From an optimization exercise on the open Yosys and OpenROAD flow, aimed at small area, a short achievable clock period and few clock cycles per item; shortcuts taken in it are not production practice. For this run, only the layout was checked, not whether the RTL still works. Power is estimated from default activity; no workload was simulated.

**design/flow/config.mk**
```make
export PLATFORM = sky130hd
export DESIGN_NAME = preemptive_priority_scheduler_top
export DESIGN_NICKNAME = preemptive_priority_scheduler_top
export VERILOG_FILES = /design/flow/design.v
export SDC_FILE = /design/flow/constraint.sdc
export NUM_CORES = 4
export LEC_CHECK = 0
export CAP_MARGIN = 20
export CORE_MARGIN = 2
export CORE_UTILIZATION = 40
export SLEW_MARGIN = 20
```
**design/flow/constraint.sdc**
```tcl
create_clock -name core_clock -period 6.0 [get_ports {i_clk}]
set_input_delay 1.2000 -clock core_clock [delete_from_list [all_inputs] [get_ports {i_clk}]]
set_output_delay 1.2000 -clock core_clock [all_outputs]
set_load 0.01 [all_outputs]
```
**design/flow/design.v**
```verilog
package pps_pkg;
    localparam logic OP_LOAD = 1'b0;
    localparam logic OP_TICK = 1'b1;
    localparam logic [31:0] SAT32 = 32'hFFFF_FFFF;
    function automatic logic [31:0] sat_add(input logic [31:0] a, input logic [31:0] b);
        logic [32:0] s;
        s = {1'b0, a} + {1'b0, b};
        sat_add = s[32] ? SAT32 : s[31:0];
    endfunction
    function automatic logic ge_u8(input logic [7:0] a, input logic [7:0] b);
        logic r;
        r = 1'b1;
        for (int i = 0; i < 8; i++) r = (a[i] & ~b[i]) | (~(a[i] ^ b[i]) & r);
        ge_u8 = r;
    endfunction
    function automatic logic gt_u8(input logic [7:0] a, input logic [7:0] b);
        logic r;
        r = 1'b0;
        for (int i = 0; i < 8; i++) r = (a[i] & ~b[i]) | (~(a[i] ^ b[i]) & r);
        gt_u8 = r;
    endfunction
    function automatic logic ge_u16(input logic [15:0] a, input logic [15:0] b);
        logic r;
        r = 1'b1;
        for (int i = 0; i < 16; i++) r = (a[i] & ~b[i]) | (~(a[i] ^ b[i]) & r);
        ge_u16 = r;
    endfunction
endpackage
module pps_task_mem (
    input  logic        i_clk,
    input  logic        i_we_load,
    input  logic        i_we_rem,
    input  logic        i_we_k,
    input  logic [15:0] i_arrival,
    input  logic [7:0]  i_prio,
    input  logic [15:0] i_rem,
    input  logic [15:0] i_k,
    output logic [15:0] o_arrival,
    output logic [7:0]  o_prio,
    output logic [15:0] o_rem,
    output logic [15:0] o_k
);
    always_ff @(posedge i_clk) begin
        if (i_we_load) begin
            o_arrival <= i_arrival;
            o_prio    <= i_prio;
        end
        if (i_we_rem) o_rem <= i_rem;
        if (i_we_k)   o_k   <= i_k;
    end
endmodule
module preemptive_priority_scheduler_top
#(
    parameter int TASK_SLOTS = 16
) (
    input  logic      i_clk,
    input  logic      i_rst_n,
    input  logic      i_in_valid,
    output logic      o_in_ready,
    input  logic [44:0]  i_in_item,
    output logic         o_out_valid,
    input  logic         i_out_ready,
    output logic [166:0] o_out_item
);
    localparam int N = 16;
    logic        in_op;
    logic [3:0]  in_slot;
    logic [15:0] in_arrival;
    logic [15:0] in_burst;
    logic [7:0]  in_prio;
    assign in_op      = i_in_item[44];
    assign in_slot    = i_in_item[43:40];
    assign in_arrival = i_in_item[39:24];
    assign in_burst   = i_in_item[23:8];
    assign in_prio    = i_in_item[7:0];
    logic [N-1:0]   r_act;
    logic [N-1:0]   r_arr;
    logic [N-1:0]   r_last;
    logic [31:0]    r_now;
    logic [N*N-1:0] r_beats;    
    logic [15:0] row_arrival [0:N-1];
    logic [7:0]  row_prio    [0:N-1];
    logic [15:0] row_rem     [0:N-1];
    logic [15:0] row_k       [0:N-1];
    logic        r_valid;
    logic        r_ran;
    logic [3:0]  r_slot;
    logic        r_fin;
    logic        r_allfin;
    logic        r_sat;
    logic [15:0] r_k;
    logic [15:0] r_arrival;
    logic        b_valid;
    logic        b_ran;
    logic [3:0]  b_slot;
    logic        b_fin;
    logic        b_allfin;
    logic [31:0] b_wait;
    logic [31:0] b_turn;
    logic         o_valid;
    logic         o_first;
    logic [31:0]  o_time;
    logic         o_ran;
    logic [3:0]   o_slot;
    logic         o_fin;
    logic [31:0]  o_wait;
    logic [31:0]  o_turn;
    logic         o_allfin;
    logic [31:0]  o_sum_wait;
    logic [31:0]  o_sum_turn;
    logic go, in_acc, tick_go, load_go;
    assign go         = !o_valid || i_out_ready;
    assign o_in_ready = go;
    assign in_acc     = i_in_valid && go;
    assign tick_go    = in_acc && (in_op == pps_pkg::OP_TICK);
    assign load_go    = in_acc && (in_op == pps_pkg::OP_LOAD);
    logic [N-1:0] load_sel;
    always_comb begin
        for (int i = 0; i < N; i++) load_sel[i] = load_go && (in_slot == 4'(i));
    end
    logic [N-1:0] elig;
    logic [N-1:0] win;
    assign elig = r_act & r_arr;
    always_comb begin
        for (int i = 0; i < N; i++) begin
            win[i] = elig[i];
            for (int j = 0; j < N; j++) begin
                if (j > i) win[i] = win[i] & (!elig[j] | r_beats[i*N+j]);
                if (j < i) win[i] = win[i] & (!elig[j] | !r_beats[j*N+i]);
            end
        end
    end
    logic        ran, fin, allfin;
    logic [3:0]  win_slot;
    logic [15:0] sel_rem;
    logic [15:0] sel_k;
    logic [15:0] sel_arrival;
    always_comb begin
        win_slot    = 4'd0;
        sel_rem     = 16'd0;
        sel_k       = 16'd0;
        sel_arrival = 16'd0;
        for (int i = 0; i < N; i++) begin
            if (win[i]) win_slot = win_slot | 4'(i);
            sel_rem     = sel_rem     | (row_rem[i]     & {16{win[i]}});
            sel_k       = sel_k       | (row_k[i]       & {16{win[i]}});
            sel_arrival = sel_arrival | (row_arrival[i] & {16{win[i]}});
        end
    end
    assign ran    = |elig;
    assign fin    = |(win & r_last);
    assign allfin = ~|(r_act & ~(win & r_last));
    logic        now_sat;
    logic [31:0] now_next;
    assign now_sat  = &r_now;
    assign now_next = now_sat ? r_now : r_now + 32'd1;
    logic [15:0] bus_rem;
    logic [15:0] bus_k;
    assign bus_rem = load_go ? ((in_burst == 16'd0) ? 16'd1 : in_burst) : (sel_rem - 16'd1);
    assign bus_k   = load_go ? 16'd0 : (sel_k + 16'd1);
    genvar g;
    generate
        for (g = 0; g < N; g++) begin : g_row
            pps_task_mem u_row (
                .i_clk     (i_clk),
                .i_we_load (load_sel[g]),
                .i_we_rem  (load_sel[g] || (tick_go && win[g])),
                .i_we_k    (load_sel[g] || (tick_go && win[g] && !now_sat)),
                .i_arrival (in_arrival),
                .i_prio    (in_prio),
                .i_rem     (bus_rem),
                .i_k       (bus_k),
                .o_arrival (row_arrival[g]),
                .o_prio    (row_prio[g]),
                .o_rem     (row_rem[g]),
                .o_k       (row_k[g])
            );
        end
    endgenerate
    logic [N-1:0] in_ge, in_gt;
    always_comb begin
        for (int j = 0; j < N; j++) begin
            in_ge[j] = pps_pkg::ge_u8(in_prio, row_prio[j]);
            in_gt[j] = pps_pkg::gt_u8(in_prio, row_prio[j]);
        end
    end
    always_ff @(posedge i_clk) begin
        for (int i = 0; i < N; i++) begin
            for (int j = i + 1; j < N; j++) begin
                if (load_sel[i])      r_beats[i*N+j] <= in_ge[j];
                else if (load_sel[j]) r_beats[i*N+j] <= !in_gt[i];
            end
        end
    end
    logic in_arrived;
    assign in_arrived = (|r_now[31:16]) || pps_pkg::ge_u16(r_now[15:0], in_arrival);
    always_ff @(posedge i_clk) begin
        for (int i = 0; i < N; i++) begin
            if (load_sel[i]) begin
                r_arr[i]  <= in_arrived;
                r_last[i] <= (in_burst[15:1] == 15'd0);
            end else if (tick_go) begin
                if (row_arrival[i] == now_next[15:0]) r_arr[i] <= 1'b1;
                if (win[i]) r_last[i] <= (sel_rem == 16'd2);
            end
        end
    end
    always_ff @(posedge i_clk) begin
        if (!i_rst_n) begin
            r_act <= '0;
            r_now <= 32'd0;
        end else begin
            if (tick_go) begin
                r_act <= r_act & ~(win & r_last);
                r_now <= now_next;
            end else if (load_go) begin
                r_act <= r_act | load_sel;
            end
        end
    end
    always_ff @(posedge i_clk) begin
        if (!i_rst_n) begin
            r_valid <= 1'b0;
        end else if (go) begin
            r_valid <= tick_go;
        end
    end
    always_ff @(posedge i_clk) begin
        if (tick_go) begin
            r_ran     <= ran;
            r_slot    <= win_slot;
            r_fin     <= fin;
            r_allfin  <= allfin;
            r_sat     <= now_sat;
            r_k       <= sel_k;
            r_arrival <= sel_arrival;
        end
    end
    logic [15:0] now_lo, now_hi;
    assign now_lo = r_now[15:0];
    assign now_hi = r_now[31:16];
    logic [16:0] turn_lo;
    logic [15:0] turn_hi;
    logic [31:0] turn_v;
    assign turn_lo = {1'b0, now_lo} + {1'b0, ~r_arrival} + 17'd1 + {16'd0, r_sat};
    assign turn_hi = turn_lo[16] ? now_hi : (now_hi - 16'd1);
    assign turn_v  = (r_sat && (r_arrival == 16'd0)) ? pps_pkg::SAT32 : {turn_hi, turn_lo[15:0]};
    logic [15:0] csa_s, csa_c;
    logic [17:0] wait_lo;
    logic [15:0] wait_hi;
    assign csa_s   = now_lo ^ ~r_arrival ^ ~r_k;
    assign csa_c   = (now_lo & ~r_arrival) | (now_lo & ~r_k) | (~r_arrival & ~r_k);
    assign wait_lo = {2'b00, csa_s} + {1'b0, csa_c, 1'b1} + {17'd0, r_sat};
    assign wait_hi = wait_lo[17] ? now_hi : (wait_lo[16] ? (now_hi - 16'd1) : (now_hi - 16'd2));
    always_ff @(posedge i_clk) begin
        if (!i_rst_n) begin
            b_valid <= 1'b0;
        end else if (go) begin
            b_valid <= r_valid;
        end
    end
    always_ff @(posedge i_clk) begin
        if (go && r_valid) begin
            b_ran    <= r_ran;
            b_slot   <= r_slot;
            b_fin    <= r_fin;
            b_allfin <= r_allfin;
            b_wait   <= r_ran ? {wait_hi, wait_lo[15:0]} : 32'd0;
            b_turn   <= r_fin ? turn_v : 32'd0;
        end
    end
    logic o_load;
    assign o_load = go && b_valid;
    always_ff @(posedge i_clk) begin
        if (!i_rst_n) begin
            o_valid    <= 1'b0;
            o_first    <= 1'b1;
            o_sum_wait <= 32'd0;
            o_sum_turn <= 32'd0;
        end else begin
            if (go) o_valid <= b_valid;
            if (o_load) begin
                o_first <= 1'b0;
                if (b_fin) begin
                    o_sum_wait <= pps_pkg::sat_add(o_sum_wait, b_wait);
                    o_sum_turn <= pps_pkg::sat_add(o_sum_turn, b_turn);
                end
            end
        end
    end
    always_ff @(posedge i_clk) begin
        if (o_load) begin
            o_time   <= o_first ? 32'd0 : pps_pkg::sat_add(o_time, 32'd1);
            o_ran    <= b_ran;
            o_slot   <= b_slot;
            o_fin    <= b_fin;
            o_wait   <= b_wait;
            o_turn   <= b_turn;
            o_allfin <= b_allfin;
        end
    end
    assign o_out_valid = o_valid;
    assign o_out_item  = {o_time, o_ran, o_slot, o_fin, o_wait, o_turn, o_allfin,
                          o_sum_wait, o_sum_turn};
endmodule
```
**design/flow/run.sh**
```bash
#!/bin/bash
# synth_recipe.tcl (not shown) runs the flow's synth.tcl, then flattens the netlist and writes it again
# the make line also repeats each setting of config.mk as NAME=value (left out here)
make -C /OpenROAD-flow-scripts/flow DESIGN_CONFIG=/design/flow/config.mk WORK_HOME=/design/flow/orfs CLKGATE_MAP_FILE= SYNTH_SCRIPT=/design/flow/synth_recipe.tcl finish
```
==> notes.md <==
logic make-up (layout without fill, tap and decap cells):
| group | count (synthesis) | after routing | synth area share |
|---|---|---|---|
| AOI/OAI and AO/OA | 1320 | 1320 | 0.140 |
| DFF | 1378 | 1378 | 0.601 |
| muxes | 5 | 5 | 0.000823 |
| and+or+nand+nor | 1354 | 1354 | 0.110 |
| buffers and inverters | 555 | 980 | 0.0364 |
| adders and majority gates | 271 | 271 | 0.0529 |
| other | 0 | 1 | 0 |
| xor gates and xnor gates | 441 | 441 | 0.0586 |
Yosys cell counts, types with 55 or more instances:
cell type	instances	area share
edfxtp_1	1262	0.57
nand2_1	369	0.021
o21ai_0	282	0.021
inv_1	252	0.014
ha_1	251	0.047
nand3_1	245	0.018
xnor2_1	241	0.032
a21oi_1	199	0.015
xor2_1	194	0.025
clkbuf_1	151	0.0085
a221oi_1	150	0.020
a22o_1	149	0.020
nor2_1	143	0.0080
dfxtp_1	116	0.035
a21o_1	97	0.011
nand4_1	97	0.0091
a22oi_1	96	0.011
nand3b_1	80	0.0090
and2_1	76	0.0071
buf_2	72	0.0054
o2111ai_1	60	0.0079
nor3_1	58	0.0043
nand2b_1	55	0.0051
layer usage:
layer  vias up  part of all wire  wire length [µm]
li1      20892                 -                 -
met1     24016              0.40             89000
met2      2565              0.47            104000
met3       500             0.097             21700
met4        18             0.039              8690
met5         -           0.00057               127
area by class of cell:
type                       instances  share of cell area
sequential                      1378               0.519
antenna                            1           0.0000323
multi-input combinational       3391               0.314
clock buffer                     188              0.0510
timing repair buffer             450              0.0536
clock inverter                    88              0.0136
inverter                         254              0.0123
tap                             2204              0.0356
how the worst min path moves through the flow:
stage	from	cells after the start	to	slack, ns
after floorplan	r_allfin$_DFFE_PP_	0	b_allfin$_DFFE_PP_	0.40
after global placement	b_ran$_DFFE_PP_	0	o_ran$_DFFE_PP_	0.40
after detailed placement	b_allfin$_DFFE_PP_	0	o_allfin$_DFFE_PP_	0.41
after CTS	b_slot[2]$_DFFE_PP_	0	o_slot[2]$_DFFE_PP_	0.42
after global routing	b_slot[1]$_DFFE_PP_	0	o_slot[1]$_DFFE_PP_	0.43
final	b_slot[1]$_DFFE_PP_	0	o_slot[1]$_DFFE_PP_	0.42
where the power goes:
part	total [W]	switching, W	internal, W
sequential	0.0107	0.000103	0.0106
combinational	0.00107	0.000678	0.000389
clock	0.00930	0.00410	0.00520
metrics by stage:
stage	utilization	total power, W	hold WS, ns
global placement	0.434	0.0120	0.401
global route	0.465	0.0217	0.427
finish	0.465	0.0211	0.418
CTS	0.464	0.0212	0.419
floorplan	-	0.0115	0.400
detailed placement	0.434	0.0120	0.406
sequential cells by signal (all words and copies together), names as in the netlist, 32 cells and up:
register / cells
b_turn: 32
b_wait: 32
g_row.u_row.o_arrival: 256
g_row.u_row.o_k: 256
g_row.u_row.o_prio: 128
g_row.u_row.o_rem: 256
o_sum_turn: 32
o_sum_wait: 32
o_time: 32
o_turn: 32
o_wait: 32
r_beats: 120
r_now: 32
==> results by group <==
Routing
  – Initial DRC Count: 5776
  – Residual DRC: 0
  – DR pass1 iterations: 7
  – Total Wirelength: 223000 µm
  – Via/cell ratio: 6.03
  – Wire per inst: 28.1 µm
  – Vias: 47991
  – Post-DRT Antenna Nets: 0

CTS
  – CTS sink count: 1378
  – H-tree levels: 4
  – Longest Clk Path Bufs: 3
  – CTS tree: yes
  – CTS-repair resized insts: 0
  – Hold Buf Count CTS: 0
  – Setup repair bufs after CTS: 0
  – CTS clock-pin slew for the worst setup and hold paths: 0.06 ns
  – CTS buffer count: 150
  – CTS root buffer: clkbuf_16
  – Skew-Pair Late Insertion Delay: 0.84 ns

Setup path
  – CP Buf/Inv Count: 2
  – Worst Setup SP: r_arr[13]$_SDFFCE_PN1P_
  – R2R Setup Slk: 1.08 ns
  – Crit path arrival time: 5.39 ns
  – Reg2reg path depth: 13
  – Reg-to-Reg Start: r_arr[13]$_SDFFCE_PN1P_
  – Family with the most delay on the worst path: simple AND/OR/NAND/NOR gates
  – Cell Chain, Critical Path: nand2_1, o2111ai_1, nor4_4, buf_12, a22o_1, a221oi_1, and4_1, inv_1, ha_1, o21ai_0, nor4_2, xnor2_1, nor2_1
  – Worst setup EP type: register
  – CP max-delay cell: nor2_1
  – Critical Path RT: 6.46 ns
  – Worst setup path class: register to register
  – R2R Path End: g_row[8].u_row.o_k[6]$_DFFE_PP_
  – Startpoint types: register
  – Worst setup path end: g_row[8].u_row.o_k[6]$_DFFE_PP_
  – Worst Path Max Fanout: 54
  – Critical path depth in cells: 13
  – Crit-path max cell delay: 0.70 ns

Finish
  – Final Non-Filler Cells: 7954
  – Most frequent cells in the layout: 1262 x edfxtp_1, 368 x nand2_1, 278 x o21ai_0, 252 x inv_1, 251 x ha_1
  – Layout cells sized above 1: 0.0986
  – Area Overhead vs Synth: 15.7%
  – Nets@finish: 5945
  – Post-route cell area: 77400 µm²
  – Commonest non-fill, non-tap cell in the layout: edfxtp_1
  – Fillcell total: 14777
  – Area of the multi-input gates: 24300 µm²
  – Register area: 40200 µm²

Min path
  – Hold/Removal Path Class: register to register

Timing
  – RSZ-0062 raised after global routing: no
  – Period Utilization, post-route: 0.821
  – Setup TNS: 0 ns
  – Final min period: 4.92 ns
  – Worst-Margin Slew: 1.14 ns
  – Slew HR: 0.223
  – Max Slew Vio Count: 0
  – Final setup viols: 0
  – Fmax: 0.203 GHz
  – Clk_skew: 0.0871 ns
  – Setup ws final: 1.08 ns
  – Final Hold Fails: 0

Flow run
  – Max-Cap Viols: 0

GRT
  – Largest net degree at the start of global routing: 73
  – First-pass GRT wire length: 323000 µm
  – GR Util met1: 0.341
  – Met3 usage: 0.0549
  – GR Util All Layers: 0.258
  – Initial antenna violation count: 16
  – Via count of the first global-routing pass: 46797
  – GR Layer Usage met2: 0.417
  – Top Usage Layer GRT: met2
  – Total gr overflow: 0

Yosys
  – Fraction of registers with async set/reset: 0
  – Commonest register cell after synthesis: edfxtp_1
  – Syn_area_per_cell: 12.6 µm²
  – Syn Inst Count: 5324
  – Synth Net Count: 5644
  – Synthesized flop and latch total: 1378
  – Synthesized area: 66900 µm²
  – Synth cell types: 92
  – Synth Warn #: 6
  – Seq/Total Area, Yosys: 0.601
  – EDFF count, synth: 1262

Placed design
  – DP HPWL: 151000 µm
  – Port bufs: 217
  – Placed inst area: 72400 µm²
  – Pre-CTS setup slack: 1.18 ns
  – Placed cells: 7675
  – Routability-driven placement congestion ratio: 1.02

Die
  – I/O Pins: 218
  – Row count: 150
  – Starting Density: 0.401
  – Die Wd: 413 µm
  – Die Area: 171000 µm²
  – Die Y-Extent: 413 µm
  – Core area: 167000 µm²

Pwr
  – Max VDD drop: 226 µV
  – Cell Pwr Density: 272 nW/µm²
  – Leakage: 28.4 nW

Outcome
  – Status: finished clean

[separate check: timing with driven ports]
Ports are ideal in the flow. The routed layout listed here was re-timed in OpenROAD.
Step 1 assumes that a clkbuf_16 drives the clock port and a buf_2 every other input.
Step 2 adds t to the input delays and takes it off the output delays; t is the mean of the earliest and latest rising clock arrival at the registers after step 1. Input paths then give back, and output paths get back, about the clock's delay inside the block.
Slacks: no drivers / after step 1 / after step 2; pairs: no drivers / after step 1.
shift t [ns]: 0.879
setup slack, ns: 1.075 / 1.075 / 1.033
worst hold slack (ns): 0.418 / 0.418 / 0.418
worst setup path at the end: input to register
worst register clock-pin slew, ns: 0.07 / 0.07
After both steps this run still meets setup and hold. For this run, drivers alone change the setup slack by 0.000 ns; drivers and shift together by -0.042 ns.
